Context: an optimization exercise on an open-source flow, tuned for small area, a short achievable clock period and few clock cycles per item. The choices shown serve that exercise and are no tape-out recipe.
Function was checked by simulation only, so behaviour that the tests miss may differ from the original.
No activity file was given, so power comes from the tool's default toggle rates.

## flow/design.v

```verilog
    localparam logic [159:0] H_INIT = {
        32'hc3d2e1f0, 32'h10325476, 32'h98badcfe, 32'hefcdab89, 32'h67452301
    };
    localparam logic [31:0] K_0 = 32'h5a827999;
    localparam logic [31:0] K_1 = 32'h6ed9eba1;
    localparam logic [31:0] K_2 = 32'h8f1bbcdc;
    localparam logic [31:0] K_3 = 32'hca62c1d6;
    function automatic logic [1:0] round_grp(input logic [6:0] r);
        if (r < 7'd20)      round_grp = 2'd0;
        else if (r < 7'd40) round_grp = 2'd1;
        else if (r < 7'd60) round_grp = 2'd2;
        else                round_grp = 2'd3;
    endfunction
`default_nettype none
module sha1bs_datapath (
    input  logic        aclk,
    input  logic        aresetn,
    input  logic        blk_full,
    input  logic [31:0] blk_top,
    input  logic        blk_first,
    input  logic        blk_last,
    output logic        drain,
    output logic        drain_end,
    output logic        m_tvalid,
    input  logic        m_tready,
    output logic [39:0] m_tdata,
    output logic        m_tlast
);
    localparam logic [159:0] H_INIT = {
        32'hc3d2e1f0, 32'h10325476, 32'h98badcfe, 32'hefcdab89, 32'h67452301
    };
    localparam logic [31:0] K_0 = 32'h5a827999;
    localparam logic [31:0] K_1 = 32'h6ed9eba1;
    localparam logic [31:0] K_2 = 32'h8f1bbcdc;
    localparam logic [31:0] K_3 = 32'hca62c1d6;
    function automatic logic [1:0] round_grp(input logic [6:0] r);
        if (r < 7'd20)      round_grp = 2'd0;
        else if (r < 7'd40) round_grp = 2'd1;
        else if (r < 7'd60) round_grp = 2'd2;
        else                round_grp = 2'd3;
    endfunction
    logic [511:0] w_q;                  
    logic [31:0]  a_q, b_q, c_q, d_q, e_q, p_q;
    logic [4:0][31:0] h_q;
    logic [6:0]   r_q;                  
    logic         real_q;               
    logic         drn_q;                
    logic         first_q, last_q;      
    logic [1:0]   fg_q, kg_q;           
    logic         ob_q;                 
    logic [2:0]   oi_q;
    logic         r64, r79, ok, start, adv;
    logic [6:0]   r_next, r_succ;
    logic [31:0]  w_x, w_new, f, t, cs_s, cs_c;
    logic [31:0]  h_op, h_x, h_sum;
    logic [31:0]  k_n, a2, pa1, ps1, pc1, ps2, pc2;
    assign r64   = (r_q == 7'd64);
    assign r79   = (r_q == 7'd79);
    assign ok    = !ob_q && !(real_q && last_q);
    assign drain = (r64 && blk_full && ok) || (r_q[6] && !r64 && drn_q);
    assign start = r79 && drain;
    assign drain_end = start;
    assign adv   = real_q || drain;
    always_comb begin
        r_next = r_q;
        if (adv) begin
            if (r79) r_next = drain ? 7'd0 : 7'd64;
            else     r_next = r_q + 7'd1;
        end
        r_succ = (r_next == 7'd79) ? 7'd0 : r_next + 7'd1;
    end
    assign w_x   = w_q[95:64] ^ w_q[255:224] ^ w_q[447:416] ^ w_q[511:480];
    assign w_new = {w_x[30:0], w_x[31]};
    always_comb begin
        case (fg_q)
            2'd0:    f = d_q ^ (b_q & (c_q ^ d_q));
            2'd2:    f = (b_q & c_q) | (d_q & (b_q | c_q));
            default: f = b_q ^ c_q ^ d_q;
        endcase
    end
    assign cs_s = {a_q[26:0], a_q[31:27]} ^ f ^ p_q;
    assign cs_c = ({a_q[26:0], a_q[31:27]} & f) | (p_q & ({a_q[26:0], a_q[31:27]} | f));
    assign t    = cs_s + {cs_c[30:0], 1'b0};
    always_comb begin
        case (r_q[1:0])
            2'd0:    h_op = first_q ? H_INIT[4*32 +: 32] : h_q[4];
            2'd1:    h_op = first_q ? H_INIT[3*32 +: 32] : h_q[3];
            2'd2:    h_op = first_q ? H_INIT[2*32 +: 32] : h_q[2];
            default: h_op = first_q ? H_INIT[1*32 +: 32] : h_q[1];
        endcase
    end
    assign h_x   = (r_q[1:0] == 2'd3) ? a_q : {a_q[1:0], a_q[31:2]};
    assign h_sum = h_op + h_x;
    always_comb begin
        case (kg_q)
            2'd0:    k_n = K_0;
            2'd1:    k_n = K_1;
            2'd2:    k_n = K_2;
            default: k_n = K_3;
        endcase
        if (r_q == 7'd78)   a2 = first_q ? H_INIT[31:0] : h_q[0];
        else if (r79)       a2 = blk_first ? H_INIT[4*32 +: 32] : h_q[4];
        else                a2 = 32'h0;
        pa1 = r79 ? 32'h0 : d_q;
    end
    assign ps1 = pa1 ^ a2 ^ k_n;
    assign pc1 = ((pa1 & a2) | (k_n & (pa1 | a2))) << 1;
    assign ps2 = ps1 ^ pc1 ^ w_q[479:448];
    assign pc2 = ((ps1 & pc1) | (w_q[479:448] & (ps1 | pc1))) << 1;
    always_ff @(posedge aclk) begin
        w_q <= {w_q[479:0], r_q[6] ? blk_top : w_new};
        p_q <= ps2 + pc2;
        if (start && blk_first) begin
            a_q <= H_INIT[0*32 +: 32];
            b_q <= H_INIT[1*32 +: 32];
            c_q <= H_INIT[2*32 +: 32];
            d_q <= H_INIT[3*32 +: 32];
            e_q <= H_INIT[4*32 +: 32];
        end else if (start) begin
            a_q <= real_q ? t : h_q[0];
            b_q <= real_q ? h_sum : h_q[1];
            c_q <= h_q[2];
            d_q <= h_q[3];
            e_q <= h_q[4];
        end else begin
            a_q <= t;
            b_q <= a_q;
            c_q <= {b_q[1:0], b_q[31:2]};
            d_q <= c_q;
            e_q <= d_q;
        end
        if (real_q && r_q >= 7'd76) begin
            case (r_q[1:0])
                2'd0: h_q[4] <= h_sum;
                2'd1: h_q[3] <= h_sum;
                2'd2: h_q[2] <= h_sum;
                default: begin
                    h_q[1] <= h_sum;
                    h_q[0] <= t;
                end
            endcase
        end
    end
    always_ff @(posedge aclk) begin
        if (!aresetn) begin
            r_q     <= 7'd64;
            real_q  <= 1'b0;
            drn_q   <= 1'b0;
            first_q <= 1'b0;
            last_q  <= 1'b0;
            fg_q    <= 2'd3;
            kg_q    <= 2'd3;
            ob_q    <= 1'b0;
            oi_q    <= 3'd0;
        end else begin
            r_q    <= r_next;
            fg_q   <= round_grp(r_next);
            kg_q   <= round_grp(r_succ);
            if (adv && r79) real_q <= drain;
            drn_q  <= drain && !r79;
            if (start) begin
                first_q <= blk_first;
                last_q  <= blk_last;
            end
            if (real_q && r79 && last_q) begin
                ob_q <= 1'b1;
                oi_q <= 3'd0;
            end else if (ob_q && m_tready) begin
                if (oi_q == 3'd4) ob_q <= 1'b0;
                oi_q <= oi_q + 3'd1;
            end
        end
    end
    assign m_tvalid = ob_q;
    assign m_tlast  = (oi_q == 3'd4);
    assign m_tdata  = {5'b00000, oi_q, h_q[oi_q]};
endmodule
`default_nettype wire
`default_nettype none
module sha1bs_ctrl (
    input  logic        aclk,
    input  logic        aresetn,
    input  logic        s_tvalid,
    output logic        s_tready,
    input  logic [7:0]  s_tdata,
    input  logic        s_tuser,
    input  logic        drain,       
    input  logic        drain_end,   
    output logic        blk_full,    
    output logic [31:0] blk_top,     
    output logic        blk_first,   
    output logic        blk_last     
);
    localparam logic [159:0] H_INIT = {
        32'hc3d2e1f0, 32'h10325476, 32'h98badcfe, 32'hefcdab89, 32'h67452301
    };
    localparam logic [31:0] K_0 = 32'h5a827999;
    localparam logic [31:0] K_1 = 32'h6ed9eba1;
    localparam logic [31:0] K_2 = 32'h8f1bbcdc;
    localparam logic [31:0] K_3 = 32'hca62c1d6;
    function automatic logic [1:0] round_grp(input logic [6:0] r);
        if (r < 7'd20)      round_grp = 2'd0;
        else if (r < 7'd40) round_grp = 2'd1;
        else if (r < 7'd60) round_grp = 2'd2;
        else                round_grp = 2'd3;
    endfunction
    logic [3:0][127:0] lane_q;
    logic [6:0]  cnt_q;      
    logic        pad_q;      
    logic        zf_q;       
    logic        first_q;
    logic        last_q;
    logic [60:0] bcnt_q;     
    logic        fire;
    logic        full;
    logic        byte_op;    
    logic        word_op;    
    logic [7:0]  byte_in;
    logic [31:0] word_in;
    logic [63:0] len_bits;
    assign full     = cnt_q[6];
    assign s_tready = !pad_q && !full;
    assign fire     = s_tvalid && s_tready;
    assign len_bits = {bcnt_q, 3'b000};
    always_comb begin
        byte_op = 1'b0;
        word_op = 1'b0;
        byte_in = 8'h00;
        word_in = 32'h0;
        if (drain) begin
            word_op = 1'b1;
        end else if (fire) begin
            byte_op = 1'b1;
            byte_in = s_tuser ? 8'h80 : s_tdata;
        end else if (pad_q && !full) begin
            if (cnt_q[1:0] != 2'd0) begin
                byte_op = 1'b1;
            end else begin
                word_op = 1'b1;
                if (!zf_q && cnt_q[5:3] == 3'b111) begin
                    word_in = cnt_q[2] ? len_bits[31:0] : len_bits[63:32];
                end
            end
        end
    end
    always_ff @(posedge aclk) begin
        for (int j = 0; j < 4; j++) begin
            if (word_op) begin
                lane_q[j] <= {lane_q[j][119:0], word_in[31-8*j -: 8]};
            end else if (byte_op && cnt_q[1:0] == 2'(j)) begin
                lane_q[j] <= {lane_q[j][119:0], byte_in};
            end
        end
    end
    always_ff @(posedge aclk) begin
        if (!aresetn) begin
            cnt_q   <= '0;
            pad_q   <= 1'b0;
            zf_q    <= 1'b0;
            first_q <= 1'b1;
            last_q  <= 1'b0;
            bcnt_q  <= '0;
        end else begin
            if (drain_end) begin
                cnt_q   <= '0;
                first_q <= last_q;
                last_q  <= 1'b0;
            end else if (byte_op) begin
                cnt_q <= cnt_q + 7'd1;
                if (cnt_q == 7'd63) zf_q <= 1'b0;
            end else if (word_op && !drain) begin
                cnt_q <= cnt_q + 7'd4;
                if (cnt_q == 7'd60) begin
                    zf_q <= 1'b0;
                    if (!zf_q) begin
                        pad_q  <= 1'b0;
                        last_q <= 1'b1;
                        bcnt_q <= '0;
                    end
                end
            end
            if (fire && !s_tuser) bcnt_q <= bcnt_q + 61'd1;
            if (fire && s_tuser) begin
                pad_q <= 1'b1;
                zf_q  <= (cnt_q[5:3] == 3'b111) && (cnt_q[2:0] != 3'b111);
            end
        end
    end
    assign blk_full  = full;
    assign blk_top   = {lane_q[0][127:120], lane_q[1][127:120], lane_q[2][127:120], lane_q[3][127:120]};
    assign blk_first = first_q;
    assign blk_last  = last_q;
endmodule
`default_nettype wire
`default_nettype none
module sha1_byte_stream_hasher (
    input  logic        aclk,
    input  logic        aresetn,
    input  logic        s_tvalid,
    output logic        s_tready,
    input  logic [7:0]  s_tdata,    
    input  logic        s_tuser,    
    output logic        m_tvalid,
    input  logic        m_tready,
    output logic [39:0] m_tdata,    
    output logic        m_tlast     
);
    logic        drain, drain_end;
    logic        blk_full, blk_first, blk_last;
    logic [31:0] blk_top;
    sha1bs_ctrl u_ctrl (
        .aclk      (aclk),
        .aresetn   (aresetn),
        .s_tvalid  (s_tvalid),
        .s_tready  (s_tready),
        .s_tdata   (s_tdata),
        .s_tuser   (s_tuser),
        .drain     (drain),
        .drain_end (drain_end),
        .blk_full  (blk_full),
        .blk_top   (blk_top),
        .blk_first (blk_first),
        .blk_last  (blk_last)
    );
    sha1bs_datapath u_datapath (
        .aclk      (aclk),
        .aresetn   (aresetn),
        .blk_full  (blk_full),
        .blk_top   (blk_top),
        .blk_first (blk_first),
        .blk_last  (blk_last),
        .drain     (drain),
        .drain_end (drain_end),
        .m_tvalid  (m_tvalid),
        .m_tready  (m_tready),
        .m_tdata   (m_tdata),
        .m_tlast   (m_tlast)
    );
endmodule
`default_nettype wire
```

## flow/run.sh

```bash
#!/bin/bash
# synth_recipe.tcl (not shown) runs the flow's synth.tcl, then flattens the netlist and writes it again
# the make line also repeats each setting of config.mk as NAME=value (left out here)
make -C /OpenROAD-flow-scripts/flow DESIGN_CONFIG=/design/flow/config.mk WORK_HOME=/design/flow/orfs CLKGATE_MAP_FILE= SYNTH_SCRIPT=/design/flow/synth_recipe.tcl finish
```

## flow/config.mk

```make
export PLATFORM = sky130hd
export DESIGN_NAME = sha1_byte_stream_hasher
export DESIGN_NICKNAME = sha1_byte_stream_hasher
export VERILOG_FILES = /design/flow/design.v
export SDC_FILE = /design/flow/constraint.sdc
export NUM_CORES = 4
export LEC_CHECK = 0
export ABC_CLOCK_PERIOD_IN_PS = 3000
export CAP_MARGIN = 20
export CORE_MARGIN = 2
export CORE_UTILIZATION = 40
export PLACE_DENSITY = 0.6
export SLEW_MARGIN = 20
```

## flow/constraint.sdc

```tcl
create_clock -name core_clock -period 7.0 [get_ports {aclk}]
set_input_delay 1.4000 -clock core_clock [delete_from_list [all_inputs] [get_ports {aclk}]]
set_output_delay 1.4000 -clock core_clock [all_outputs]
set_load 0.01 [all_outputs]
```

==> impl_metrics.json, run 1 <==
{
  "crit_path_end_kind": "register",
  "cts_hold_buf": 0,
  "die_h_um": 373.2,
  "cp_cell_sequence": "ha_2, and3_1, nand3_2, nor2_1, buf_4, nand3_1, o21ai_0, fa_1, inv_1, fa_1, inv_1, ha_1, a21o_1, a21o_1, a2111oi_0, o211ai_1, o221ai_1, o21ai_0, a221oi_1, o21bai_1, xnor2_1",
  "clock-sinks": 1435,
  "startpoint": "u_datapath.r_q[0]",
  "hold-path-cell-count": 0,
  "cts_inserted_buffers": 143,
  "tightest_slew_ns": 1.157,
  "fillers": 12000,
  "gr-max-usage-layer": "met2",
  "status": "finished clean",
  "grt_use_total": 0.1915,
  "h-tree-depth": 4,
  "cts_tree": "yes",
  "fp.dieArea_sq_um": 139300,
  "ys_async_sr_fraction": 0,
  "area_growth_pct": 13.91,
  "required_ns": 7.64,
  "crit_path_top_delay_cell": "a2111oi_0",
  "io_buffers": 50,
  "max_stage_delay_ns": 0.66,
  "clk_latency_ns": 0.78,
  "route.detailed.drc": 0,
  "gp_congestion": 0.9515,
  "r2r-start": "u_datapath.r_q[0]",
  "ctsLongestPathBuffers": 3,
  "min_period_over_period": 0.8436,
  "ys_top_cells_by_area": "edfxtp_1, dfxtp_1, ha_1",
  "dpl-instance-area_sq_um": 57220,
  "worstSetupPathType": "reg2reg",
  "final.setup_skew_ns": 0.04764,
  "drt_iter0_markers": 3406,
  "place_hpwl_um": 94910,
  "die_w_um": 373.2,
  "post_cts_buffers": 0,
  "reg2reg_slack_ns": 1.09,
  "post_cts_resize_count": 0,
  "yosys_warnings": 2,
  "maxSlewHeadroom": 0.2207,
  "synth_top_cell_area_share": 0.3701,
  "synth_edf_count": 672,
  "grtUsageMet3": 0.03935,
  "row_count": 135,
  "synth_most_common_cell": "dfxtp_1",
  "final-seq-area_sq_um": 35460,
  "syn-cell-area_sq_um": 54520,
  "dr.pass1.iters": 6,
  "finalWirelength_um": 134800,
  "core_area_sq_um": 135300,
  "via_per_inst": 5.186,
  "nets": 4742,
  "synth_seq_cells": 1435,
  "postSynthAreaPerCell_sq_um": 12.51,
  "pre_cts_slack_ns": 1.177,
  "crit_end": "u_datapath.p_q[31]",
  "slew_viol_final": 0,
  "grt_pass1_wl_um": 201600,
  "wl_per_cell_um": 21.18,
  "fmax_mhz": 169.3,
  "rsz0062_at_grt": "false",
  "finalPower_mw": 32.14,
  "grt_max_degree": 129,
  "ioPinCount": 56,
  "grt_use_met2": 0.2853,
  "grt_pass1_vias": 31570,
  "seq_area_frac_synth": 0.6503,
  "ir_drop_mv": 0.3933,
  "syn_inst": 4358,
  "ys.flop_type": "dfxtp_1",
  "antenna_found_initial": 5,
  "leakagePower_nw": 23.88,
  "yosys-top-cells-count": "dfxtp_1, edfxtp_1, inv_1, o21ai_0, nand2_1",
  "fin_crit_ns": 5.906,
  "final_cell_area_sq_um": 62100,
  "start_util": 0.4029,
  "final-hold-violation-count": 0,
  "drive_above_1_share": 0.07951,
  "grt_overflow_total": 0,
  "use_met1": 0.2724,
  "worstReg2RegEnd": "u_datapath.p_q[31]",
  "setup.worst_path.start_class": "register",
  "maxCapViolations": 0,
  "cellPowerDensity_nw_per_um2": 517.6,
  "cp_max_fo": 21,
  "cts_root_buf": "clkbuf_16",
  "hold_class": "reg2reg",
  "finalSetupViolations": 0,
  "multi_input_area_sq_um": 17120,
  "synth.distinct_cells": 84,
  "clk_pin_slew_ns": 0.06,
  "r2r_cells": 21,
  "synth_largest_area_cell": "edfxtp_1",
  "ant_nets": 0,
  "worst_ep_arrival_time_ns": 6.54,
  "fin_ws_ns": 1.094,
  "vias": 32990
}
## per-stage QoR
| step | cells | utilization | setup TNS, ns | hold slack (ns) |
|---|---|---|---|---|
| 2_1_floorplan | 4362 | - | -187.40 | 0.3096 |
| 3_3_place_gp | 6094 | 0.4228 | 0 | 0.3096 |
| 3_5_place_dp | 6095 | 0.4229 | 0 | 0.3121 |
| 4_1_cts | 6359 | 0.4590 | 0 | 0.3027 |
| 5_1_grt | 6359 | 0.4590 | 0 | 0.3076 |
| 6_report | 6361 | 0.4590 | 0 | 0.3034 |
## layer usage
metal,vias to the layer above,routed length [um]
li1,15480,-
met1,15950,60910
met2,1296,58430
met3,254,10440
met4,6,4947
met5,-,31
## flip-flops by register name (all words and copies together) (netlist names)
register,count
u_datapath.b_q,32
u_datapath.h_q,160
u_ctrl.cnt_q,7
u_datapath.c_q,32
u_ctrl.first_q,1
u_ctrl.bcnt_q,61
u_datapath.oi_q,3
u_datapath.w_q,512
u_datapath.kg_q,2
u_datapath.p_q,32
u_datapath.d_q,32
u_ctrl.lane_q,512
u_ctrl.zf_q,1
u_ctrl.last_q,1
u_ctrl.pad_q,1
u_datapath.real_q,1
u_datapath.ob_q,1
u_datapath.r_q,7
u_datapath.first_q,1
u_datapath.fg_q,2
u_datapath.drn_q,1
u_datapath.a_q,32
u_datapath.last_q,1
## critical path, delay by kind of cell, from the launching register on
kind	cells	cell delay, ns
AOI/OAI and AO/OA	9	2.29
adders and majority gates	4	1.38
and+or+nand+nor	4	1.09
DFF	1	0.51
buffers and inverters	3	0.36
xor gates and xnor gates	1	0.13
## kinds of logic (layout without fill, tap and decap cells)
family	count (synthesis)	count (layout)	share of synthesized area
and+or+nand+nor	913	913	0.07881
buffers and inverters	531	747	0.03746
muxes	113	113	0.02823
DFF	1435	1435	0.6503
xor gates and xnor gates	200	200	0.03213
AOI/OAI and AO/OA	894	894	0.09830
adders and majority gates	271	271	0.07468
other	1	7	0.00006879
## cell usage in the layout, fill, tap and decap left out, drive strengths merged, types with 16 or more instances in the layout
master / synthesis / final
xor2: 37 / 37
o21ai: 365 / 365
a311o: 20 / 20
o21a: 20 / 20
clkinv: 0 / 34
mux2i: 75 / 75
nand2b: 33 / 33
fa: 91 / 91
clkdlybuf4s50: 0 / 49
nor2b: 29 / 29
a21boi: 26 / 26
a31oi: 34 / 34
xnor2: 163 / 163
nand4: 18 / 18
nor3: 34 / 34
and3: 35 / 35
nand2: 346 / 346
and2: 48 / 48
a211oi: 16 / 16
a21oi: 221 / 221
nand3: 99 / 99
dfxtp: 763 / 763
clkbuf: 138 / 202
ha: 179 / 179
nor2: 195 / 195
edfxtp: 672 / 672
or3: 23 / 23
buf: 23 / 64
a21o: 35 / 35
o22ai: 23 / 23
inv: 370 / 382
mux4: 32 / 32
o211ai: 26 / 26
## layout make-up
type / count / share of cell area
sequential: 1435 / 0.5711
multi-input combinational: 2396 / 0.2756
inverter: 370 / 0.02236
timing repair buffer: 113 / 0.01652
antenna: 2 / 0.00008059
clock inverter: 62 / 0.01304
clock buffer: 202 / 0.06546
tap: 1781 / 0.03588
## report_power, final
group	internal (mW)	switching, mW
clock network	4.52	3.26
logic	4.98	7.68
registers	11.0	0.728
total	20.5	11.7
## worst min path at each step
stage / start / to
floorplan: u_datapath.w_q[96] / u_datapath.w_q[128]
global placement: u_datapath.w_q[127] / u_datapath.w_q[159]
detailed placement: u_datapath.w_q[146] / u_datapath.w_q[178]
CTS: u_datapath.w_q[339] / u_datapath.w_q[371]
global route: u_datapath.w_q[339] / u_datapath.w_q[371]
finish: u_datapath.w_q[339] / u_datapath.w_q[371]
Testbench counts, summed over its fixed seeds: cycles 81,053, bytes 53,936.
==> run 2: changes to the inputs <==
--- a/flow/config.mk
+++ b/flow/config.mk
@@ -10,4 +10,5 @@
 export CORE_MARGIN = 2
 export CORE_UTILIZATION = 40
 export PLACE_DENSITY = 0.6
+export SETUP_SLACK_MARGIN = 3.0
 export SLEW_MARGIN = 20
==> run 2 against run 1 <==
Against the previous run:
- still clean
- sequential cell count did not move
- global-route usage rose by 1.3 points
- first-iteration DRC count grew 5.9%
- combinational power grew 53%
==> impl_metrics.json, run 2 <==
{
  "required_ns": 7.71,
  "fin_ws_ns": 2.460,
  "min_period_over_period": 0.6485,
  "grt_pass1_vias": 33370,
  "synth_top_cell_area_share": 0.3701,
  "fin_crit_ns": 4.540,
  "nets": 4965,
  "setup.worst_path.start_class": "register",
  "ir_drop_mv": 0.5944,
  "grt_pass1_wl_um": 213700,
  "hold_ws_ns": 0.2970,
  "reg_top3": "u_ctrl.lane_q: 512 flops, u_datapath.w_q: 512 flops, u_datapath.h_q: 160 flops",
  "synth_most_common_cell": "dfxtp_1",
  "leakagePower_nw": 25.68,
  "p_int_mw": 24.31,
  "reg2reg_slack_ns": 2.46,
  "ys_async_sr_fraction": 0,
  "via_per_inst": 5.284,
  "ys_top_cells_by_area": "edfxtp_1, dfxtp_1, ha_1",
  "seq_area_frac_synth": 0.6503,
  "crit_path_end_kind": "register",
  "finalPower_mw": 38.93,
  "synth_seq_cells": 1435,
  "grt_overflow_total": 0,
  "cts_root_buf": "clkbuf_16",
  "wl_per_cell_um": 22.26,
  "yosys_warnings": 2,
  "p_comb_frac": 0.499,
  "core_area_sq_um": 135300,
  "clock-sinks": 1435,
  "place_hpwl_um": 95260,
  "final.setup_skew_ns": 0.05855,
  "pre_cts_slack_ns": 1.062,
  "final-hold-violation-count": 0,
  "synth_largest_area_cell": "edfxtp_1",
  "power_switching_mw": 14.63,
  "die_w_um": 373.2,
  "row_count": 135,
  "place_inst": 6088,
  "worstSetupPathType": "reg2reg",
  "ctsLongestPathBuffers": 3,
  "syn-cell-area_sq_um": 54520,
  "start_util": 0.4029,
  "grt_use_total": 0.2044,
  "fmax_mhz": 220.3,
  "final_cell_area_sq_um": 66810,
  "final_core_util": 0.4938,
  "io_buffers": 50,
  "h-tree-depth": 4,
  "cp_max_fo": 3,
  "worst_ep_arrival_time_ns": 5.25,
  "synth_edf_count": 672,
  "hold_class": "reg2reg",
  "syn_inst": 4358,
  "route.detailed.drc": 0,
  "ioPinCount": 56,
  "area_growth_pct": 22.54,
  "finalSetupViolations": 0,
  "final-seq-area_sq_um": 35510,
  "slew_viol_final": 0,
  "postSynthAreaPerCell_sq_um": 12.51,
  "fillers": 11570,
  "instances_no_fill": 6588,
  "ant_nets": 0,
  "die_h_um": 373.2,
  "yosys-top-cells-count": "dfxtp_1, edfxtp_1, inv_1, o21ai_0, nand2_1",
  "fp.dieArea_sq_um": 139300,
  "seq_power_share": 0.302,
  "layout_common_cells": "dfxtp_1, edfxtp_1, inv_1",
  "status": "finished clean",
  "cts_inserted_buffers": 145,
  "layout_commonest_cell": "dfxtp_1",
  "sw_frac_of_total": 0.3757,
  "rsz0062_at_grt": "true",
  "ys.flop_type": "dfxtp_1",
  "cts_tree": "yes",
  "synth.distinct_cells": 84,
  "dpl-instance-area_sq_um": 57450,
  "gp_congestion": 0.9468,
  "maxSlewHeadroom": 0.2572,
  "tightest_slew_ns": 1.114,
  "clk_pin_slew_ns": 0.06,
  "maxCapViolations": 0,
  "clkPwrFrac": 0.199,
  "drt_iter0_markers": 3608,
  "fin_tns_setup_ns": 0,
  "antenna_found_initial": 5,
  "grt_max_degree": 129,
  "multi_input_area_sq_um": 19360,
  "clk_latency_ns": 0.79,
  "dr.pass1.iters": 7,
  "cellPowerDensity_nw_per_um2": 582.8,
  "drive_above_1_share": 0.1929,
  "finalWirelength_um": 146600,
  "vias": 34810
}
-- run 2: cell counts after synthesis --
Identical to the previous run, type by type.
-- run 2: cell type report --
| type | instances | share of cell area |
|---|---|---|
| Antenna cell | 2 | 0.00007491 |
| Clock buffer | 215 | 0.06308 |
| Clock inverter | 55 | 0.009814 |
| Inverter | 370 | 0.02096 |
| Multi-Input combinational cell | 2397 | 0.2898 |
| Sequential cell | 1435 | 0.5315 |
| Tap cell | 1781 | 0.03336 |
| Timing Repair Buffer | 333 | 0.05139 |
-- run 2: timing repair --
item | 4_1_cts | 5_1_grt
gates cloned | 9 | 4
pin swaps | 141 | 193
resized for setup | 396 | 271
setup endpoints to repair | 308 | 151
setup buffers | 123 | 92
hold buffers | 0 | 0
-- run 2: power by group through the flow --
stage | Sequential [mW] | Clock [mW] | Combinational (mW)
global placement | 11.9 | 0 | 12.8
floorplan | 11.5 | 0 | 9.58
finish | 11.8 | 7.76 | 19.4
CTS | 11.7 | 7.94 | 16.0
detailed placement | 11.9 | 0 | 12.9
global route | 11.9 | 8.29 | 20.8
-- run 2: worst max-delay path, cell delays in order, from the launching register on --
cell,delay (ns)
dfxtp_4,0.38
clkinv_4,0.07
ha_4,0.27
inv_2,0.03
a21oi_2,0.12
o22ai_2,0.08
o21ai_1,0.11
o311ai_2,0.15
fa_1,0.52
inv_2,0.05
ha_4,0.16
fa_2,0.40
a211oi_4,0.26
o211ai_1,0.14
a221o_2,0.51
buf_6,0.17
a31oi_4,0.18
o21ai_2,0.09
a31oi_1,0.25
xnor2_1,0.22
nand2_1,0.14
a21oi_2,0.18
-- run 2: logic make-up (layout without fill, tap and decap cells) --
family	count (synthesis)	in the layout	share of synthesized area
other cells	1	7	0.00006879
simple gates	913	914	0.07881
mux	113	113	0.02823
fa+ha+maj	271	271	0.07468
buf+inv	531	973	0.03746
flops	1435	1435	0.6503
compound gates	894	894	0.09830
xor+xnor	200	200	0.03213
-- run 2: path summary, 6_finish.rpt --
path / start / endpoint / cells past startpoint
min reg2reg: u_datapath.w_q[378] / u_datapath.w_q[410] / 0
min: u_datapath.w_q[378] / u_datapath.w_q[410] / 0
max reg2reg: u_datapath.b_q[1] / u_datapath.a_q[19] / 21
max: u_datapath.b_q[1] / u_datapath.a_q[19] / 21
-- run 2: metal layers --
metal,wire [um],up-vias,GRT usage
met5,41,-,0
met4,8070,6,0.1021
met3,12860,404,0.04732
met2,63390,1544,0.3037
met1,62270,16910,0.2804
li1,-,15950,-
==> run 3: changes to the inputs <==
--- a/flow/config.mk
+++ b/flow/config.mk
@@ -5,10 +5,8 @@
 export SDC_FILE = /design/flow/constraint.sdc
 export NUM_CORES = 4
 export LEC_CHECK = 0
-export ABC_CLOCK_PERIOD_IN_PS = 3000
 export CAP_MARGIN = 20
 export CORE_MARGIN = 2
 export CORE_UTILIZATION = 40
 export PLACE_DENSITY = 0.6
-export SETUP_SLACK_MARGIN = 3.0
 export SLEW_MARGIN = 20
==> run 3 against run 2 <==
Against the previous run:
- still clean
- utilization decreased by 3.5 points
- synthesized cell count unchanged
- combinational power decreased by 35%
- sequential power about the same
- die area unchanged
- global-route usage decreased by 1.3 points
- via count decreased by 5.2%
- clock power about the same
- register-to-register slack got worse by 1.4 ns
- sequential cell count unchanged
- critical path type unchanged
- largest cell class unchanged
==> impl_metrics.json, run 3 <==
{
  "drive_above_1_share": 0.07951,
  "yosys-top-cells-count": "dfxtp_1, edfxtp_1, inv_1, o21ai_0, nand2_1",
  "ctsLongestPathBuffers": 3,
  "h-tree-depth": 4,
  "maxSlewHeadroom": 0.2207,
  "ir_drop_mv": 0.3933,
  "grt_overflow_total": 0,
  "grt_use_total": 0.1915,
  "cp_cell_sequence": "ha_2, and3_1, nand3_2, nor2_1, buf_4, nand3_1, o21ai_0, fa_1, inv_1, fa_1, inv_1, ha_1, a21o_1, a21o_1, a2111oi_0, o211ai_1, o221ai_1, o21ai_0, a221oi_1, o21bai_1, xnor2_1",
  "maxCapViolations": 0,
  "cts_tree": "yes",
  "crit_path_top_delay_cell": "a2111oi_0",
  "slew_viol_final": 0,
  "core_area_sq_um": 135300,
  "worstSetupPathType": "reg2reg",
  "grt_pass1_vias": 31570,
  "syn_inst": 4358,
  "ys_async_sr_fraction": 0,
  "r2r-start": "u_datapath.r_q[0]",
  "final-hold-violation-count": 0,
  "via_per_inst": 5.186,
  "worst-path-buf-inv": 3,
  "syn-cell-area_sq_um": 54520,
  "hold_class": "reg2reg",
  "status": "finished clean",
  "fin_ws_ns": 1.094,
  "min_period_over_period": 0.8436,
  "cp_max_fo": 21,
  "finalWirelength_um": 134800,
  "io_buffers": 50,
  "fin_crit_ns": 5.906,
  "synth_largest_area_cell": "edfxtp_1",
  "cellPowerDensity_nw_per_um2": 517.6,
  "ys.flop_type": "dfxtp_1",
  "grt_pass1_wl_um": 201600,
  "cts_hold_buf": 0,
  "post_cts_resize_count": 0,
  "fmax_mhz": 169.3,
  "start_util": 0.4029,
  "synth_edf_count": 672,
  "nets": 4742,
  "ys_top_cells_by_area": "edfxtp_1, dfxtp_1, ha_1",
  "place_hpwl_um": 94910,
  "post_cts_buffers": 0,
  "reg2reg_slack_ns": 1.09,
  "wl_per_cell_um": 21.18,
  "final.setup_skew_ns": 0.04764,
  "fillers": 12000,
  "ioPinCount": 56,
  "hold-path-cell-count": 0,
  "hold-path-endpoint": "u_datapath.w_q[371]",
  "route.detailed.drc": 0,
  "setup.worst_path.start_class": "register",
  "max_stage_delay_ns": 0.66,
  "cts_root_buf": "clkbuf_16",
  "leakagePower_nw": 23.88,
  "worst_ep_arrival_time_ns": 6.54,
  "synth_top_cell_area_share": 0.3701,
  "synth.distinct_cells": 84,
  "seq_area_frac_synth": 0.6503,
  "die_h_um": 373.2,
  "dr.pass1.iters": 6,
  "final_cell_area_sq_um": 62100,
  "dpl-instance-area_sq_um": 57220,
  "clk_latency_ns": 0.78,
  "grt_max_degree": 129,
  "rsz0062_at_grt": "false",
  "required_ns": 7.64,
  "reg_top3": "u_ctrl.lane_q: 512 flops, u_datapath.w_q: 512 flops, u_datapath.h_q: 160 flops",
  "postSynthAreaPerCell_sq_um": 12.51,
  "yosys_warnings": 2,
  "antenna_found_initial": 5,
  "die_w_um": 373.2,
  "worstHoldStart": "u_datapath.w_q[339]",
  "synth_most_common_cell": "dfxtp_1",
  "finalSetupViolations": 0,
  "row_count": 135,
  "pre_cts_slack_ns": 1.177,
  "layout_common_cells": "dfxtp_1, edfxtp_1, inv_1",
  "crit_path_end_kind": "register",
  "tightest_slew_ns": 1.157,
  "cts_inserted_buffers": 143,
  "drt_iter0_markers": 3406,
  "clk_pin_slew_ns": 0.06,
  "ant_nets": 0,
  "clock-sinks": 1435,
  "gp_congestion": 0.9515,
  "synth_seq_cells": 1435,
  "critical_path.top_delay_family": "compound AO/OA/AOI/OAI gates",
  "area_growth_pct": 13.91,
  "vias": 32990,
  "fp.dieArea_sq_um": 139300,
  "layout_commonest_cell": "dfxtp_1",
  "r2r_cells": 21,
  "worstReg2RegEnd": "u_datapath.p_q[31]"
}
[run 3: metal layers]
metal | vias to the layer above | share of wire | track usage
met1 | 15950 | 0.45 | 0.2724
met4 | 6 | 0.037 | 0.07785
met5 | - | 0.00023 | 0
met2 | 1296 | 0.43 | 0.2853
li1 | 15480 | - | -
met3 | 254 | 0.077 | 0.03935
[run 3: cell type report]
class                           instances  area (sq um)  area share
Clock inverter                         62         809.5     0.01304
Inverter                              370          1389     0.02236
Tap cell                             1781          2228     0.03588
Sequential cell                      1435         35460      0.5711
Multi-Input combinational cell       2396         17120      0.2756
Clock buffer                          202          4065     0.06546
Timing Repair Buffer                  113          1026     0.01652
Antenna cell                            2         5.005  0.00008059
[run 3: worst max-delay path by stage]
stage               depth (start not counted)                  to         startpoint
floorplan                                   2  u_ctrl.lane_q[128]           s_tvalid
global placement                           21  u_datapath.p_q[31]  u_datapath.r_q[0]
detailed placement                         21  u_datapath.p_q[31]  u_datapath.r_q[0]
CTS                                        21  u_datapath.p_q[31]  u_datapath.r_q[0]
global route                               18  u_datapath.p_q[31]  u_datapath.r_q[0]
finish                                     21  u_datapath.p_q[31]  u_datapath.r_q[0]
[run 3: cell families (layout without fill, tap and decap cells)]
group / after synthesis / after routing / synth area share
flops: 1435 / 1435 / 0.6503
simple gates: 913 / 913 / 0.07881
xor+xnor: 200 / 200 / 0.03213
compound gates: 894 / 894 / 0.09830
mux: 113 / 113 / 0.02823
other cells: 1 / 7 / 0.00006879
fa+ha+maj: 271 / 271 / 0.07468
buf+inv: 531 / 747 / 0.03746
[run 3: through the flow]
| step | TNS (ns) | hold slack, ns | std cells | power (mW) | utilization |
|---|---|---|---|---|---|
| finish | 0 | 0.3034 | 6361 | 32.14 | 0.4590 |
| detailed placement | 0 | 0.3121 | 6095 | 24.09 | 0.4229 |
| floorplan | -187.40 | 0.3096 | 4362 | 20.84 | - |
| global route | 0 | 0.3076 | 6359 | 34.17 | 0.4590 |
| CTS | 0 | 0.3027 | 6359 | 32.05 | 0.4590 |
| global placement | 0 | 0.3096 | 6094 | 24.01 | 0.4228 |
[run 3: power by group]
part	switching (mW)	total (mW)	internal, mW
Clock	3.26	7.78	4.52
Combinational	7.68	12.7	4.98
Sequential	0.728	11.7	11.0
==> run 4: changes to the inputs <==
--- a/flow/design.v
+++ b/flow/design.v
@@ -43,31 +43,34 @@
     logic [31:0]  a_q, b_q, c_q, d_q, e_q, p_q;
     logic [4:0][31:0] h_q;
     logic [6:0]   r_q;                  
+    logic         is64_q, is75_q, is76_q, is77_q, is78_q, is79_q, hi_q;   
     logic         real_q;               
     logic         drn_q;                
     logic         first_q, last_q;      
     logic [1:0]   fg_q, kg_q;           
+    logic [31:0]  q_q;                  
+    logic         pk_q;                 
+    logic         pk0_q;                
+    logic         upk_q;                
     logic         ob_q;                 
     logic [2:0]   oi_q;
-    logic         r64, r79, ok, start, adv;
-    logic [6:0]   r_next, r_succ;
-    logic [31:0]  w_x, w_new, f, t, cs_s, cs_c;
-    logic [31:0]  h_op, h_x, h_sum;
-    logic [31:0]  k_n, a2, pa1, ps1, pc1, ps2, pc2;
-    assign r64   = (r_q == 7'd64);
-    assign r79   = (r_q == 7'd79);
-    assign ok    = !ob_q && !(real_q && last_q);
-    assign drain = (r64 && blk_full && ok) || (r_q[6] && !r64 && drn_q);
-    assign start = r79 && drain;
+    logic         ok, start, adv, hwr;
+    logic [6:0]   r_next, r_succ2;
+    logic [31:0]  w_x, w_new, w_in, f, t, cs_s, cs_c, rol5a;
+    logic [31:0]  h_op, h_x, h_sum, h_d;
+    logic [31:0]  k_n, a2, pa1, qs, qc;
+    assign ok    = !ob_q && !pk_q;
+    assign drain = (is64_q && blk_full && ok) || (r_q[6] && !is64_q && drn_q);
+    assign start = is79_q && drain;
     assign drain_end = start;
-    assign adv   = real_q || drain;
+    assign adv   = real_q || drain || pk_q;
     always_comb begin
         r_next = r_q;
         if (adv) begin
-            if (r79) r_next = drain ? 7'd0 : 7'd64;
-            else     r_next = r_q + 7'd1;
+            if (is79_q) r_next = (drain && !pk_q) ? 7'd0 : 7'd64;
+            else        r_next = r_q + 7'd1;
         end
-        r_succ = (r_next == 7'd79) ? 7'd0 : r_next + 7'd1;
+        r_succ2 = (r_next >= 7'd78) ? r_next - 7'd78 : r_next + 7'd2;
     end
     assign w_x   = w_q[95:64] ^ w_q[255:224] ^ w_q[447:416] ^ w_q[511:480];
     assign w_new = {w_x[30:0], w_x[31]};
@@ -78,19 +81,25 @@
             default: f = b_q ^ c_q ^ d_q;
         endcase
     end
-    assign cs_s = {a_q[26:0], a_q[31:27]} ^ f ^ p_q;
-    assign cs_c = ({a_q[26:0], a_q[31:27]} & f) | (p_q & ({a_q[26:0], a_q[31:27]} | f));
-    assign t    = cs_s + {cs_c[30:0], 1'b0};
+    assign rol5a = {a_q[26:0], a_q[31:27]};
+    assign cs_s  = rol5a ^ f ^ p_q;
+    assign cs_c  = (rol5a & f) | (p_q & (rol5a | f));
+    assign t     = cs_s + {cs_c[30:0], 1'b0};
+    assign h_op  = ({32{is76_q}} & (first_q ? H_INIT[4*32 +: 32] : h_q[4]))
+                 | ({32{is77_q}} & (first_q ? H_INIT[3*32 +: 32] : h_q[3]))
+                 | ({32{is78_q}} & (first_q ? H_INIT[2*32 +: 32] : h_q[2]))
+                 | ({32{is79_q}} & (first_q ? H_INIT[1*32 +: 32] : h_q[1]));
+    assign h_x   = is79_q ? a_q : {a_q[1:0], a_q[31:2]};
+    assign h_sum = h_op + h_x;
+    assign hwr   = (real_q && !pk_q && hi_q) || upk_q;
+    assign h_d   = upk_q ? w_q[511:480] : h_sum;
     always_comb begin
-        case (r_q[1:0])
-            2'd0:    h_op = first_q ? H_INIT[4*32 +: 32] : h_q[4];
-            2'd1:    h_op = first_q ? H_INIT[3*32 +: 32] : h_q[3];
-            2'd2:    h_op = first_q ? H_INIT[2*32 +: 32] : h_q[2];
-            default: h_op = first_q ? H_INIT[1*32 +: 32] : h_q[1];
-        endcase
+        if (!r_q[6])              w_in = w_new;
+        else if (pk_q && real_q)  w_in = h_sum;
+        else if (pk0_q)           w_in = a_q;
+        else if (pk_q)            w_in = w_q[511:480];
+        else                      w_in = blk_top;
     end
-    assign h_x   = (r_q[1:0] == 2'd3) ? a_q : {a_q[1:0], a_q[31:2]};
-    assign h_sum = h_op + h_x;
     always_comb begin
         case (kg_q)
             2'd0:    k_n = K_0;
@@ -98,18 +107,17 @@
             2'd2:    k_n = K_2;
             default: k_n = K_3;
         endcase
-        if (r_q == 7'd78)   a2 = first_q ? H_INIT[31:0] : h_q[0];
-        else if (r79)       a2 = blk_first ? H_INIT[4*32 +: 32] : h_q[4];
-        else                a2 = 32'h0;
-        pa1 = r79 ? 32'h0 : d_q;
-    end
-    assign ps1 = pa1 ^ a2 ^ k_n;
-    assign pc1 = ((pa1 & a2) | (k_n & (pa1 | a2))) << 1;
-    assign ps2 = ps1 ^ pc1 ^ w_q[479:448];
-    assign pc2 = ((ps1 & pc1) | (w_q[479:448] & (ps1 | pc1))) << 1;
+        a2 = 32'h0;
+        if (is77_q) a2 = first_q ? H_INIT[31:0] : h_q[0];
+        if (is78_q) a2 = blk_first ? H_INIT[4*32 +: 32] : h_q[4];
+        pa1 = is79_q ? 32'h0 : d_q;
+    end
+    assign qs = w_q[447:416] ^ a2 ^ k_n;
+    assign qc = (w_q[447:416] & a2) | (k_n & (w_q[447:416] | a2));
     always_ff @(posedge aclk) begin
-        w_q <= {w_q[479:0], r_q[6] ? blk_top : w_new};
-        p_q <= ps2 + pc2;
+        w_q <= {w_q[479:0], w_in};
+        q_q <= qs + {qc[30:0], 1'b0};
+        p_q <= pa1 + q_q;
         if (start && blk_first) begin
             a_q <= H_INIT[0*32 +: 32];
             b_q <= H_INIT[1*32 +: 32];
@@ -129,40 +137,64 @@
             d_q <= c_q;
             e_q <= d_q;
         end
-        if (real_q && r_q >= 7'd76) begin
-            case (r_q[1:0])
-                2'd0: h_q[4] <= h_sum;
-                2'd1: h_q[3] <= h_sum;
-                2'd2: h_q[2] <= h_sum;
-                default: begin
-                    h_q[1] <= h_sum;
-                    h_q[0] <= t;
-                end
+        if (hwr) begin
+            case ({r_q[6] && !hi_q, r_q[1:0]})
+                3'b000:  h_q[4] <= h_d;
+                3'b001:  h_q[3] <= h_d;
+                3'b010:  h_q[2] <= h_d;
+                3'b011:  h_q[1] <= h_d;
+                default: ;
             endcase
+            if (hi_q && r_q[1:0] == 2'd3 && !upk_q) h_q[0] <= t;
+            if (upk_q && is64_q)                    h_q[0] <= w_q[511:480];
         end
     end
     always_ff @(posedge aclk) begin
         if (!aresetn) begin
             r_q     <= 7'd64;
+            is64_q  <= 1'b1;
+            is75_q  <= 1'b0;
+            is76_q  <= 1'b0;
+            is77_q  <= 1'b0;
+            is78_q  <= 1'b0;
+            is79_q  <= 1'b0;
+            hi_q    <= 1'b0;
             real_q  <= 1'b0;
             drn_q   <= 1'b0;
             first_q <= 1'b0;
             last_q  <= 1'b0;
             fg_q    <= 2'd3;
             kg_q    <= 2'd3;
+            pk_q    <= 1'b0;
+            pk0_q   <= 1'b0;
+            upk_q   <= 1'b0;
             ob_q    <= 1'b0;
             oi_q    <= 3'd0;
         end else begin
             r_q    <= r_next;
+            is64_q <= (r_next == 7'd64);
+            is75_q <= (r_next == 7'd75);
+            is76_q <= (r_next == 7'd76);
+            is77_q <= (r_next == 7'd77);
+            is78_q <= (r_next == 7'd78);
+            is79_q <= (r_next == 7'd79);
+            hi_q   <= (r_next >= 7'd76);
             fg_q   <= round_grp(r_next);
-            kg_q   <= round_grp(r_succ);
-            if (adv && r79) real_q <= drain;
-            drn_q  <= drain && !r79;
+            kg_q   <= round_grp(r_succ2);
+            if (adv && is79_q) real_q <= drain && !pk_q;
+            drn_q  <= drain && !is79_q;
             if (start) begin
                 first_q <= blk_first;
                 last_q  <= blk_last;
             end
-            if (real_q && r79 && last_q) begin
+            if (real_q && is75_q && ob_q) pk_q <= 1'b1;
+            pk0_q <= real_q && is79_q && pk_q;
+            if (pk_q && !real_q && is75_q && !ob_q) upk_q <= 1'b1;
+            if (upk_q && is64_q) begin
+                upk_q <= 1'b0;
+                pk_q  <= 1'b0;
+            end
+            if ((real_q && is79_q && last_q && !pk_q) || (upk_q && is64_q && last_q)) begin
                 ob_q <= 1'b1;
                 oi_q <= 3'd0;
             end else if (ob_q && m_tready) begin
@@ -211,6 +243,7 @@
     logic        first_q;
     logic        last_q;
     logic [60:0] bcnt_q;     
+    logic        inc_q;      
     logic        fire;
     logic        full;
     logic        byte_op;    
@@ -260,7 +293,10 @@
             first_q <= 1'b1;
             last_q  <= 1'b0;
             bcnt_q  <= '0;
+            inc_q   <= 1'b0;
         end else begin
+            inc_q <= fire && !s_tuser;
+            if (inc_q) bcnt_q <= bcnt_q + 61'd1;
             if (drain_end) begin
                 cnt_q   <= '0;
                 first_q <= last_q;
@@ -279,7 +315,6 @@
                     end
                 end
             end
-            if (fire && !s_tuser) bcnt_q <= bcnt_q + 61'd1;
             if (fire && s_tuser) begin
                 pad_q <= 1'b1;
                 zf_q  <= (cnt_q[5:3] == 3'b111) && (cnt_q[2:0] != 3'b111);
--- a/flow/config.mk
+++ b/flow/config.mk
@@ -9,4 +9,5 @@
 export CORE_MARGIN = 2
 export CORE_UTILIZATION = 40
 export PLACE_DENSITY = 0.6
+export SETUP_SLACK_MARGIN = 4.0
 export SLEW_MARGIN = 20
==> run 4 against run 3 <==
Against the previous run:
- via count grew 17%
- global-route usage up 3.3 points
- total power up 31%
- final cell count up 11%
- sequential power is 3% higher
- worst setup slack improved by 1.6 ns
- routed wire length grew 26%
- register-to-register slack better by 1.6 ns
- clock-buffer cell count grew 11
- critical path type unchanged
==> impl_metrics.json, run 4 <==
{
  "syn_inst": 4677,
  "yosys-top-cells-count": "dfxtp_1, edfxtp_1, nand2_1, o21ai_0, inv_1",
  "rsz0062_at_grt": "true",
  "clock-sinks": 1478,
  "diodes": 0,
  "io_buffers": 50,
  "antenna_found_initial": 3,
  "min_period_over_period": 0.6097,
  "fin_crit_ns": 4.268,
  "dpl-instance-area_sq_um": 60520,
  "synth_largest_area_cell": "edfxtp_1",
  "ir_drop_mv": 0.6830,
  "ctsLongestPathBuffers": 3,
  "via_per_inst": 5.463,
  "multi_input_area_sq_um": 23630,
  "pre_cts_slack_ns": 1.978,
  "synth_top_cell_area_share": 0.3518,
  "dr.pass1.iters": 8,
  "worstSetupPathType": "reg2reg",
  "core_area_sq_um": 141900,
  "final_cell_area_sq_um": 73180,
  "critical_path.top_delay_family": "compound AO/OA/AOI/OAI gates",
  "cts_root_buf": "clkbuf_16",
  "tightest_slew_ns": 1.082,
  "grt_pass1_wl_um": 243100,
  "fin_ws_ns": 2.732,
  "ys_async_sr_fraction": 0,
  "leakagePower_nw": 27.69,
  "crit_path_end_kind": "register",
  "worst-path-buf-inv": 2,
  "cts_tree": "yes",
  "slew_viol_final": 0,
  "seq_area_frac_synth": 0.6332,
  "route.detailed.drc": 0,
  "place_hpwl_um": 108500,
  "required_ns": 7.52,
  "ys_top_cells_by_area": "edfxtp_1, dfxtp_1, ha_1",
  "ant_nets": 0,
  "reg_top3": "u_ctrl.lane_q: 512 flops, u_datapath.w_q: 512 flops, u_datapath.h_q: 160 flops",
  "start_util": 0.4041,
  "grt_max_degree": 129,
  "die_w_um": 382.7,
  "postSynthAreaPerCell_sq_um": 12.26,
  "finalSetupViolations": 0,
  "h-tree-depth": 4,
  "wl_per_cell_um": 23.93,
  "worstHoldStart": "u_datapath.w_q[288]",
  "grt_overflow_total": 0,
  "syn-cell-area_sq_um": 57350,
  "vias": 38730,
  "fillers": 11980,
  "status": "finished clean",
  "grt_pass1_vias": 36840,
  "maxSlewHeadroom": 0.2778,
  "area_growth_pct": 27.60,
  "gp_congestion": 0.9556,
  "final-seq-area_sq_um": 36390,
  "synth_edf_count": 672,
  "reg2reg_slack_ns": 2.73,
  "finalWirelength_um": 169600,
  "ioPinCount": 56,
  "fmax_mhz": 234.3,
  "setup.worst_path.start_class": "register",
  "layout_commonest_cell": "dfxtp_1",
  "fp.dieArea_sq_um": 146400,
  "final-hold-violation-count": 0,
  "fin_tns_setup_ns": 0,
  "die_h_um": 382.7,
  "row_count": 138,
  "layout_common_cells": "dfxtp_1, edfxtp_1, nand2_1",
  "clk_pin_slew_ns": 0.06,
  "cellPowerDensity_nw_per_um2": 576.9,
  "grt_use_total": 0.2242,
  "crit_path_top_delay_cell": "fa_1",
  "worst_ep_arrival_time_ns": 4.79,
  "synth_seq_cells": 1478,
  "drive_above_1_share": 0.2672,
  "synth_most_common_cell": "dfxtp_1",
  "maxCapViolations": 0,
  "startpoint": "u_datapath.fg_q[1]",
  "hold_ws_ns": 0.2890,
  "final.setup_skew_ns": 0.05252,
  "clk_latency_ns": 0.79,
  "cp_max_fo": 8,
  "drt_iter0_markers": 4533,
  "nets": 5358,
  "r2r-start": "u_datapath.fg_q[1]",
  "cp_cell_sequence": "buf_12, mux2i_1, o211ai_1, o211ai_1, fa_1, ha_4, nand3_4, o22ai_4, a211oi_4, o41ai_4, buf_4, a31oi_4, a211oi_2, a31o_2, a31oi_4, xor2_2, o21ai_1",
  "cts_inserted_buffers": 152,
  "synth.distinct_cells": 83,
  "ys.flop_type": "dfxtp_1",
  "yosys_warnings": 2,
  "final_core_util": 0.5156,
  "max_stage_delay_ns": 0.52,
  "hold_class": "reg2reg"
}
-- run 4: area by class of cell --
type	instances	share of cell area
Clock buffer	213	0.05962
Clock inverter	68	0.008565
Inverter	252	0.01318
Multi-Input combinational cell	2751	0.3229
Sequential cell	1478	0.4973
Tap cell	1890	0.03231
Timing Repair Buffer	437	0.06620
-- run 4: worst paths after layout --
kind / endpoint / depth (start not counted)
worst max-delay path: u_datapath.h_q[30] / 17
worst min-delay path: u_datapath.w_q[320] / 0
worst max register to register: u_datapath.h_q[30] / 17
worst min register to register: u_datapath.w_q[320] / 0
-- run 4: cells by family (layout without fill, tap and decap cells) --
group | Yosys count | in the layout | share of synthesized area
AO/OA/AOI/OAI | 1029 | 1029 | 0.1112
flip-flops | 1478 | 1478 | 0.6332
AND/OR/NAND/NOR | 1019 | 1024 | 0.08218
other | 1 | 5 | 0.00006539
buffers and inverters | 457 | 970 | 0.03043
multiplexers | 153 | 153 | 0.03445
XOR/XNOR | 266 | 266 | 0.04062
adder cells (fa/ha/maj) | 274 | 274 | 0.06785
-- run 4: timing repair --
| item | CTS | global route |
|---|---|---|
| gates resized for setup | 793 | 386 |
| pin swaps | 226 | 244 |
| gates cloned | 18 | 3 |
| setup endpoints to repair | 915 | 738 |
| setup buffers | 229 | 103 |
| hold buffers | 0 | 0 |
-- run 4: routing by layer --
metal | track usage | vias up | routed length, um
met5 | 0 | - | 28
met2 | 0.3299 | 1875 | 72430
met1 | 0.3044 | 18890 | 70870
met4 | 0.1105 | 4 | 9222
met3 | 0.06139 | 460 | 17050
li1 | - | 17500 | -
-- run 4: power breakdown --
part           total [mW]  leakage [nW]  internal (mW)  switching [mW]
clock network        8.05          2.44           4.67            3.38
logic                22.1          12.2           10.3            11.8
registers            12.1          13.0           11.1            1.03
-- run 4: stage by stage --
stage	total power, mW	instances
2_1_floorplan	21.86	4681
3_3_place_gp	25.84	6455
3_5_place_dp	26.02	6455
4_1_cts	38.70	6983
5_1_grt	44.16	7089
6_report	42.22	7089
Testbench counts of run 4, summed over its fixed seeds: cycles 77,189, bytes 53,936.
==> run 5: changes to the inputs <==
--- a/flow/config.mk
+++ b/flow/config.mk
@@ -9,5 +9,5 @@
 export CORE_MARGIN = 2
 export CORE_UTILIZATION = 40
 export PLACE_DENSITY = 0.6
-export SETUP_SLACK_MARGIN = 4.0
+export SETUP_SLACK_MARGIN = 3.0
 export SLEW_MARGIN = 20
==> run 5 against run 4 <==
Against the previous run:
- utilization shrank 3.4 points
- first-iteration DRC count shrank 6.6%
- critical path depth grew 1
- worst hold slack gained 0.017 ns
- total power shrank 10%
- critical path type unchanged
- worst setup slack gained 0.017 ns
- die area is the same
- register-to-register slack gained 0.02 ns
- critical endpoint is now u_datapath.h_q[27]
- maximum frequency grew 0.40%
- synthesized cell count is the same
- largest cell class unchanged
- combinational power shrank about 20%
- clock skew shrank 0.014 ns
==> impl_metrics.json, run 5 <==
{
  "status": "finished clean",
  "synth_seq_cells": 1478,
  "io_buffers": 50,
  "reg2reg_slack_ns": 2.75,
  "area_growth_pct": 19.15,
  "fillers": 12580,
  "seq_area_frac_synth": 0.6332,
  "synth_most_common_cell": "dfxtp_1",
  "slew_viol_final": 0,
  "p_int_mw": 23.39,
  "p_comb_frac": 0.465,
  "place_inst": 6458,
  "yosys_warnings": 2,
  "core_area_sq_um": 141900,
  "clock-sinks": 1478,
  "antenna_found_initial": 11,
  "syn_inst": 4677,
  "tightest_slew_ns": 1.119,
  "die_h_um": 382.7,
  "gr-max-usage-layer": "met2",
  "wl_per_cell_um": 24.12,
  "grt_use_met2": 0.3294,
  "clk_pin_slew_ns": 0.06,
  "finalSetupViolations": 0,
  "grt_pass1_vias": 35400,
  "layout_commonest_cell": "dfxtp_1",
  "grt_pass1_wl_um": 238700,
  "cellPowerDensity_nw_per_um2": 556.3,
  "via_per_inst": 5.437,
  "grt_max_degree": 129,
  "finalPower_mw": 38.01,
  "yosys-top-cells-count": "dfxtp_1, edfxtp_1, nand2_1, o21ai_0, inv_1",
  "r2r-start": "u_datapath.fg_q[1]",
  "ioPinCount": 56,
  "worstSetupPathType": "reg2reg",
  "instances_no_fill": 6904,
  "syn-cell-area_sq_um": 57350,
  "hold_class": "reg2reg",
  "setup.worst_path.start_class": "register",
  "maxSlewHeadroom": 0.2534,
  "ys_top_cells_by_area": "edfxtp_1, dfxtp_1, ha_1",
  "ys_async_sr_fraction": 0,
  "r2r_cells": 18,
  "clk_latency_ns": 0.80,
  "fmax_mhz": 235.3,
  "grtUsageMet3": 0.05161,
  "crit_path_end_kind": "register",
  "die_w_um": 382.7,
  "cp_max_fo": 13,
  "fp.dieArea_sq_um": 146400,
  "pre_cts_slack_ns": 1.759,
  "worstReg2RegEnd": "u_datapath.h_q[27]",
  "final-hold-violation-count": 0,
  "vias": 37540,
  "grt_use_total": 0.2220,
  "fin_ws_ns": 2.749,
  "dr.pass1.iters": 6,
  "maxCapViolations": 0,
  "leakagePower_nw": 26.06,
  "ys.flop_type": "dfxtp_1",
  "min_period_over_period": 0.6072,
  "fin_crit_ns": 4.251,
  "hold-path-endpoint": "u_datapath.w_q[138]",
  "place_hpwl_um": 113700,
  "layout_common_cells": "dfxtp_1, edfxtp_1, nand2_1",
  "route.detailed.drc": 0,
  "sw_frac_of_total": 0.3847,
  "grt_overflow_total": 0,
  "start_util": 0.4041,
  "cts_tree": "yes",
  "dpl-instance-area_sq_um": 59910,
  "synth_top_cell_area_share": 0.3518,
  "rsz0062_at_grt": "true",
  "postSynthAreaPerCell_sq_um": 12.26,
  "required_ns": 7.53,
  "clkPwrFrac": 0.216,
  "seq_power_share": 0.319,
  "drive_above_1_share": 0.1590,
  "cts_inserted_buffers": 152,
  "synth_largest_area_cell": "edfxtp_1",
  "h-tree-depth": 4,
  "synth.distinct_cells": 83,
  "worst_ep_arrival_time_ns": 4.79,
  "worstHoldStart": "u_datapath.w_q[106]",
  "hold-path-cell-count": 0,
  "final.setup_skew_ns": 0.03833,
  "gp_congestion": 0.9893,
  "drt_iter0_markers": 4232,
  "ant_nets": 0,
  "power_switching_mw": 14.62,
  "synth_edf_count": 672,
  "row_count": 138,
  "finalWirelength_um": 166500,
  "final_cell_area_sq_um": 68340,
  "reg_top3": "u_ctrl.lane_q: 512 flops, u_datapath.w_q: 512 flops, u_datapath.h_q: 160 flops",
  "ctsLongestPathBuffers": 3,
  "use_met1": 0.3104,
  "fin_tns_setup_ns": 0,
  "ir_drop_mv": 0.6402,
  "nets": 5170,
  "cts_root_buf": "clkbuf_16"
}
## run 5: metal layers
metal	routed length [um]	part of all wire	vias to the layer above
li1	-	-	17120
met1	71870	0.43	18310
met2	71290	0.43	1720
met3	15410	0.093	385
met4	7924	0.048	6
met5	36	0.00022	-
## run 5: how the worst max path moves through the flow
stage                                   from                 end  slack (ns)  cells after the start
after floorplan           u_datapath.first_q  u_datapath.q_q[31]        3.00                     20
after detailed placement  u_datapath.fg_q[1]  u_datapath.h_q[30]        1.76                     16
after global placement     u_datapath.is78_q  u_datapath.q_q[29]        1.84                     18
after global routing      u_datapath.b_q[11]  u_datapath.a_q[28]        2.59                     17
final                     u_datapath.fg_q[1]  u_datapath.h_q[27]        2.75                     18
after CTS                 u_datapath.fg_q[1]  u_datapath.a_q[28]        2.72                     17
## run 5: power groups by stage
stage                     clock network (mW)  registers (mW)  logic (mW)
after global routing                    8.74            12.2        19.0
final                                   8.20            12.1        17.7
after floorplan                            0            11.7        9.62
after CTS                               8.39            12.1        15.6
after global placement                     0            12.2        13.5
after detailed placement                   0            12.3        13.6
## run 5: what timing repair did
| item | 4_1_cts | 5_1_grt |
|---|---|---|
| endpoints found under the hold margin | 0 | 0 |
| buffers inserted | 87 | 65 |
| endpoints found under the setup margin | 236 | 132 |
| hold buffers | 0 | 0 |
| pin swaps | 69 | 115 |
| resized for setup | 273 | 197 |
| gates cloned | 9 | 1 |
## run 5: cell families (layout without fill, tap and decap cells)
group,count (synthesis),in the layout,synth area share
mux,153,153,0.03445
flops,1478,1478,0.6332
compound gates,1029,1029,0.1112
fa+ha+maj,274,274,0.06785
xor+xnor,266,266,0.04062
other cells,1,6,0.00006539
buf+inv,457,789,0.03043
simple gates,1019,1019,0.08218
## run 5: cell type report
| type | count | area [sq um] | area share |
|---|---|---|---|
| Clock inverter | 79 | 840.8 | 0.01230 |
| Antenna cell | 1 | 2.502 | 0.00003662 |
| Sequential cell | 1478 | 36370 | 0.5323 |
| Tap cell | 1890 | 2365 | 0.03460 |
| Clock buffer | 204 | 4275 | 0.06256 |
| Timing Repair Buffer | 254 | 2695 | 0.03944 |
| Multi-Input combinational cell | 2746 | 20840 | 0.3049 |
| Inverter | 252 | 949.7 | 0.01390 |
## run 5: per-stage QoR
step	hold WS, ns	util
after floorplan	0.3096	-
after global placement	0.3097	0.4221
after detailed placement	0.3121	0.4221
after CTS	0.3057	0.4726
after global routing	0.3129	0.4815
final	0.3057	0.4815
## run 5: critical path, stage by stage (launching register included)
cell and delay [ns]:
dfxtp_4 0.40, buf_12 0.17, buf_4 0.14, nor3_1 0.18
a21oi_1 0.07, o221ai_1 0.20, fa_1 0.49, ha_4 0.26
a21o_1 0.21, a21o_1 0.21, a21oi_2 0.16, o22ai_1 0.11
o21a_1 0.22, o41a_1 0.38, o41ai_4 0.35, buf_4 0.20
xnor2_4 0.07, nand2_1 0.09, nand2_1 0.06
==> run 6: changes to the inputs <==
--- a/flow/config.mk
+++ b/flow/config.mk
@@ -7,7 +7,7 @@
 export LEC_CHECK = 0
 export CAP_MARGIN = 20
 export CORE_MARGIN = 2
-export CORE_UTILIZATION = 40
-export PLACE_DENSITY = 0.6
+export CORE_UTILIZATION = 55
+export PLACE_DENSITY = 0.72
 export SETUP_SLACK_MARGIN = 3.0
 export SLEW_MARGIN = 20
==> run 6 against run 5 <==
Against the previous run:
- largest power group unchanged
- register-to-register slack got worse by 0.17 ns
- global-route usage rose by 6.9 points
- die area fell by 27%
- sequential share of layout area rose by 0.18 points
- maximum frequency fell by 3.8%
- routed wire length fell by 3.4%
- utilization rose by 18 points
- first-iteration DRC count rose by 20%
==> impl_metrics.json, run 6 <==
{
  "status": "finished clean",
  "fillers": 7572,
  "place_hpwl_um": 103900,
  "layout_common_cells": "dfxtp_1, edfxtp_1, nand2_1",
  "min_period_over_period": 0.6313,
  "ioPinCount": 56,
  "ys.flop_type": "dfxtp_1",
  "final_cell_area_sq_um": 68120,
  "fmax_mhz": 226.3,
  "start_util": 0.5541,
  "final_core_util": 0.6582,
  "synth_top_cell_area_share": 0.3518,
  "hold_ws_ns": 0.3154,
  "hold_class": "reg2reg",
  "fp.dieArea_sq_um": 106900,
  "synthAdderAreaFrac": 0.06785,
  "cts_tree": "yes",
  "cts_inserted_buffers": 144,
  "instances_no_fill": 6397,
  "max_stage_delay_ns": 0.49,
  "dpl-instance-area_sq_um": 59250,
  "ys_top_cells_by_area": "edfxtp_1, dfxtp_1, ha_1",
  "finalSetupViolations": 0,
  "grt_max_degree": 129,
  "crit_path_top_delay_cell": "fa_1",
  "setup.worst_path.start_class": "register",
  "postSynthAreaPerCell_sq_um": 12.26,
  "maxSlewHeadroom": 0.2866,
  "grt_overflow_total": 0,
  "via_per_inst": 6.013,
  "final-hold-violation-count": 0,
  "pre_cts_slack_ns": 1.808,
  "die_w_um": 326.9,
  "synth_top_family_by_area": "compound AO/OA/AOI/OAI gates",
  "worstSetupPathType": "reg2reg",
  "fin_tns_setup_ns": 0,
  "place_inst": 5946,
  "cellPowerDensity_nw_per_um2": 560.1,
  "slew_viol_final": 0,
  "layout_commonest_cell": "dfxtp_1",
  "hold-path-cell-count": 0,
  "required_ns": 7.66,
  "fin_crit_ns": 4.419,
  "synth_most_common_cell": "dfxtp_1",
  "finalWirelength_um": 160900,
  "cts_root_buf": "clkbuf_16",
  "rsz0062_at_grt": "true",
  "wl_per_cell_um": 25.14,
  "syn_inst": 4677,
  "vias": 38470,
  "synth_seq_cells": 1478,
  "h-tree-depth": 4,
  "ant_nets": 0,
  "drive_above_1_share": 0.1647,
  "grt_pass1_vias": 36510,
  "clk_pin_slew_ns": 0.07,
  "core_area_sq_um": 103500,
  "cp_cell_sequence": "buf_6, buf_12, buf_16, mux2i_1, o211ai_1, o211ai_1, fa_1, ha_4, a211oi_4, o21ai_2, a221oi_2, o41ai_4, buf_4, a311o_1, a2111oi_4, o21ai_2, xnor2_2, o21ai_1, and2_1",
  "yosys_warnings": 2,
  "grt_pass1_wl_um": 230200,
  "ys_async_sr_fraction": 0,
  "ctsLongestPathBuffers": 3,
  "synth.distinct_cells": 83,
  "die_h_um": 326.9,
  "synth-compound-area-share": 0.1112,
  "io_buffers": 50,
  "route.detailed.drc": 0,
  "fin_ws_ns": 2.581,
  "yosys-top-cells-count": "dfxtp_1, edfxtp_1, nand2_1, o21ai_0, inv_1",
  "synth.area.mux_share": 0.03445,
  "area_growth_pct": 18.77,
  "finalPower_mw": 38.16,
  "synth-xor-area-share": 0.04062,
  "final.setup_skew_ns": 0.03633,
  "row_count": 118,
  "grt_use_total": 0.2906,
  "clk_latency_ns": 0.79,
  "r2r_cells": 19,
  "tightest_slew_ns": 1.070,
  "seq_area_frac_synth": 0.6332,
  "synth-simple-area-share": 0.08218,
  "dr.pass1.iters": 17,
  "reg_top3": "u_ctrl.lane_q: 512 flops, u_datapath.w_q: 512 flops, u_datapath.h_q: 160 flops",
  "clock-sinks": 1478,
  "maxCapViolations": 0,
  "cp_max_fo": 7,
  "antenna_found_initial": 9,
  "crit_path_end_kind": "register",
  "syn-cell-area_sq_um": 57350,
  "worst_ep_arrival_time_ns": 5.08,
  "ir_drop_mv": 0.6930,
  "nets": 5179,
  "gp_congestion": 1.008,
  "synth_edf_count": 672,
  "synth_largest_area_cell": "edfxtp_1",
  "drt_iter0_markers": 5081,
  "leakagePower_nw": 26.09
}
run 6: report_power, final:
part	total (mW)	internal [mW]	switching, mW
Clock	7.96	4.53	3.43
Combinational	18.1	7.83	10.2
Sequential	12.1	11.1	1.02
run 6: what timing repair did:
item / CTS / global route
gates resized for setup: 265 / 214
pin swaps: 65 / 112
cloned: 11 / 7
hold buffers: 0 / 0
endpoints found under the setup margin: 225 / 143
buffers inserted: 77 / 86
run 6: logic make-up (layout without fill, tap and decap cells):
kind of cell / after synthesis / after routing
compound gates: 1029 / 1029
xor+xnor: 266 / 266
fa+ha+maj: 274 / 274
buf+inv: 457 / 789
flops: 1478 / 1478
mux: 153 / 153
other cells: 1 / 8
simple gates: 1019 / 1020
run 6: layout make-up:
type	count	area, sq um	share of cell area
Antenna cell	3	7.507	0.0001102
Clock buffer	196	4212	0.06183
Multi-Input combinational cell	2747	21060	0.3092
Tap cell	1380	1727	0.02535
Inverter	252	957.2	0.01405
Sequential cell	1478	36380	0.5341
Timing Repair Buffer	270	2970	0.04361
Clock inverter	71	800.8	0.01176
run 6: final timing paths:
check | end | slack (ns) | startpoint
max | u_datapath.a_q[28] | 2.58 | u_datapath.fg_q[1]
min | u_datapath.w_q[316] | 0.32 | u_datapath.w_q[284]
max reg2reg | u_datapath.a_q[28] | 2.58 | u_datapath.fg_q[1]
min reg2reg | u_datapath.w_q[316] | 0.32 | u_datapath.w_q[284]
run 6: metal layers:
metal	vias up	routed length [um]	global-route usage
met5	-	24	0
met4	4	10060	0.1387
met3	595	19860	0.08859
met2	2404	68200	0.4338
met1	18370	62710	0.3891
li1	17100	-	-
run 6: worst max-delay path: cells and delay by family, from the launching register on:
kind / cells / cell delay [ns]
compound gates: 10 / 1.94
xor+xnor: 1 / 0.19
fa+ha+maj: 2 / 0.70
buf+inv: 4 / 0.57
flops: 1 / 0.42
mux: 1 / 0.31
simple gates: 1 / 0.17

## separate check: timing with driven ports
Ports are ideal in the flow. The routed layouts listed here were re-timed in OpenROAD.
Step 1, drivers: a clkbuf_16 drives aclk and a buf_2 each remaining input, both assumed.
Step 2 also shifts input and output timing later by t, the mid clock arrival at the registers, as if the neighbouring blocks saw the same clock.
Slacks: ideal / step 1 / step 2; pairs: ideal / step 1.
run	t (ns)	slack for setup (ns)	hold WS [ns]	worst setup path at the end
run 1	0.822	1.094 / 1.094 / 1.094	0.303 / 0.303 / 0.303	register to register
run 2	0.831	2.460 / 2.460 / 2.422	0.297 / 0.297 / 0.297	input to register
run 3	0.822	1.094 / 1.094 / 1.094	0.303 / 0.303 / 0.303	register to register
run 4	0.839	2.732 / 2.732 / 2.732	0.289 / 0.289 / 0.289	register to register
run 5	0.849	2.749 / 2.749 / 2.749	0.306 / 0.306 / 0.306	register to register
run 6	0.837	2.581 / 2.581 / 2.581	0.315 / 0.315 / 0.315	register to register
After both steps setup and hold are still met in every run listed. For run 2, which loses most, drivers alone change the setup slack by 0.000 ns; drivers and shift together by -0.038 ns.
